From an optimization exercise on the open Yosys and OpenROAD flow, aimed at small area and a short achievable clock period; shortcuts taken in it are not production practice. RTL that was checked went through simulation tests only; none was proved equivalent to the original. Power and IR drop assume default switching activity.

## v19
## cpu_bus_tracer
module cpu_bus_tracer #(
  parameter int unsigned ADDR_W    = 16,
  parameter int unsigned DATA_W    = 8,
  parameter int unsigned DEPTH     = 64,
  parameter int unsigned POST_TRIG = 16,
  parameter int unsigned WDOG_W    = 20
) (
  input  logic                       clk_i,
  input  logic                       rst_i,
  input  logic [ADDR_W-1:0]          bus_a_i,
  input  logic [DATA_W-1:0]          bus_din_i,
  input  logic [DATA_W-1:0]          bus_dout_i,
  input  logic                       bus_rd_i,
  input  logic                       bus_wr_i,
  input  logic                       bus_done_i,
  input  logic                       bus_fault_i,
  input  logic                       tr_ready_i,
  output logic                       tr_valid_o,
  output logic [ADDR_W+DATA_W:0]     tr_data_o,
  input  logic                       arm_i,
  input  logic [ADDR_W-1:0]          trig_addr_i,
  input  logic [ADDR_W-1:0]          trig_mask_i,
  ...
Size: ~1700 flip-flops, ~63000 sq um of cells after synthesis.
Settings: LEC_CHECK=0, CAP_MARGIN=20, CORE_MARGIN=2, CORE_UTILIZATION=40, CTS_CLUSTER_DIAMETER=100, CTS_CLUSTER_SIZE=30, SETUP_SLACK_MARGIN=3.0, SLEW_MARGIN=20; clock period 6.0 ns.
run.sh (not shown) runs the stock make flow with config.mk's settings and CLKGATE_MAP_FILE= SYNTH_SCRIPT=/design/flow/synth_recipe.tcl, a recipe that flattens the netlist after the stock synthesis.
Setup changes, v19 to v36
- CTS_CLUSTER_SIZE no longer set, was 30
- CTS_CLUSTER_DIAMETER no longer set, was 100
[summary]
v36 | stages: all done | timing, DRC, antenna: all pass
For v19, the cell at the slowest stage of the critical path was sky130_fd_sc_hd__clkdlybuf4s50_1, unlike v36, where it was sky130_fd_sc_hd__nor2_4.
Relative to v19, the clock power measured on v36 has increased by more than half.
v36 reports its critical path capture point as out_q[21]$_SDFFE_PP0N_ while v19 reports idx_q[1]$_DFF_P_.
[compare] base=v19 new=v36: number of diodes added for antenna fixing now sits higher, final total power now sits higher.
No run of this note included a check of the RTL's function; only the layout flow was run.

---

Another version of the RTL of cpu_bus_tracer (not shown whole).
Size: roughly 4000 cells after synthesis, roughly 1700 flip-flops, ~130 I/O pins, roughly 65000 sq um of cells after synthesis.
make LEC_CHECK=0 CAP_MARGIN=20 CORE_MARGIN=2 CORE_UTILIZATION=40 SETUP_SLACK_MARGIN=3.2 SLEW_MARGIN=20 finish   # period 6.0 ns
The baseline passed the timing, DRC and antenna checks.
Edit:
--- a/flow/config.mk
+++ b/flow/config.mk
@@ -7,2 +7,3 @@
 export LEC_CHECK = 0
+export ABC_CLOCK_PERIOD_IN_PS = 2500
 export CAP_MARGIN = 20
Outcome: Global-route usage is unchanged; clock skew is unchanged; total power does not change; synthesized area stays the same; final area does not change; routed wire length does not change.
No run of this note included a check of the RTL's function; only the layout flow was run.

---

Another version of the RTL of cpu_bus_tracer (not shown whole).
For scale: roughly 3700 cells after synthesis, about 1800 flip-flops, ~130 I/O pins, about 65000 um2 of cells after synthesis.
export LEC_CHECK = 0
export CAP_MARGIN = 20
export CORE_MARGIN = 2
export CORE_UTILIZATION = 62
export CTS_BUF_LIST = sky130_fd_sc_hd__clkbuf_8
export CTS_CLUSTER_DIAMETER = 50
export CTS_CLUSTER_SIZE = 16
export SETUP_SLACK_MARGIN = 3.3
export SLEW_MARGIN = 20
create_clock -name core_clock -period 6.0 [get_ports {clk_i}]
standard.sh (not shown) runs the stock make flow with config.mk's settings and CLKGATE_MAP_FILE= SYNTH_SCRIPT=/design/flow/synth_recipe.tcl, a recipe that flattens the netlist after the stock synthesis.
==> flow/flow/run.sh <==
#!/bin/bash
# The standard layout flow (standard.sh, unchanged synthesis), except that the port
# buffers are plain buf_2 cells instead of the default delay-buffer cell.
set -euo pipefail
export BUFFER_PORTS_ARGS="-buffer_cell sky130_fd_sc_hd__buf_2"
bash standard.sh finish > standard.log 2>&1
The starting point completed without violations.
Then changed:
- CORE_UTILIZATION: 62 -> 55
- PLACE_DENSITY_LB_ADDON: unset -> 0.15
Core utilization falls by 7.8 points.
Register-to-register slack gets better by 0.06 ns.
Setup slack gains 0.055 ns.
Global-route usage went down by 5.2 points.
Synthesized area stays the same.
Count of clock-buffer cells in the layout drops by 5.
Then changed:
- PLACE_DENSITY_LB_ADDON: 0.15 -> unset
- SETUP_SLACK_MARGIN: 3.3 -> 3.5
What happened: Hold slack is better by 0.028 ns; final area is higher by 5.2%; maximum frequency is higher by about 3%; via count is higher by about 4.3%; utilization is higher by 3.2 points; critical path depth is higher by 5; non-clock buffer count is higher by 141.
Then changed:
- SETUP_SLACK_MARGIN: 3.5 -> 3.3
The changed run completed without violations.
Non-clock buffer count falls by 138.
Clock skew falls by 0.0098 ns.
Setup slack is worse by 0.052 ns.
Via count falls by a few percent.
Synthesized area stays the same.
Die area is unchanged.
Hold slack is about the same.
Design area falls by a few percent.
Register-to-register slack is worse by 0.05 ns.
First-iteration DRC count falls by a few percent.

## what the ideal ports hide
No port has a modelled driver above. Below, the same layouts with a new extraction and two added sets of constraints. Step 1: set_driving_cell puts a clkbuf_16 on clk_i and a buf_2 on each other input, an assumption about the parent block. Step 2 times the ports against the registers' clock, not the clock port: input delays grow and output delays shrink by t, the midpoint of the rising clock arrivals with the driver on. Three values: no drivers, after step 1, after step 2; two values: the first two.
run | t (ns) | setup WS [ns] | worst setup path at the end | latest minus earliest clock arrival (ns) | worst slew at a driven data input, ns
v19 | 0.786 | 2.681 / 2.716 / 1.946 | input to register | 0.053 / 0.053 | 0.06
v36 | 0.865 | 2.634 / 2.634 / 1.882 | input to register | 0.060 / 0.061 | 0.06
the first run of note 2 | 0.916 | 1.913 / 1.913 / 1.315 | input to register | 0.048 / 0.049 | 0.07
the second run of note 2 | 0.916 | 1.913 / 1.913 / 1.315 | input to register | 0.048 / 0.049 | 0.07
the first run of note 3 | 0.941 | 3.169 / 3.169 / 2.456 | input to register | 0.039 / 0.040 | 0.05
the second run of note 3 | 0.980 | 3.224 / 3.224 / 2.474 | input to register | 0.057 / 0.057 | 0.05
the third run of note 3 | 0.974 | 3.305 / 3.303 / 2.377 | input to register | 0.064 / 0.065 | 0.07
the fourth run of note 3 | 0.962 | 3.254 / 3.254 / 2.422 | input to register | 0.054 / 0.054 | 0.07
After both steps setup and hold are still met in every run listed. The setup slack of the third run of note 3, which loses most, moves by -0.002 ns with the drivers and by -0.928 ns with both steps.
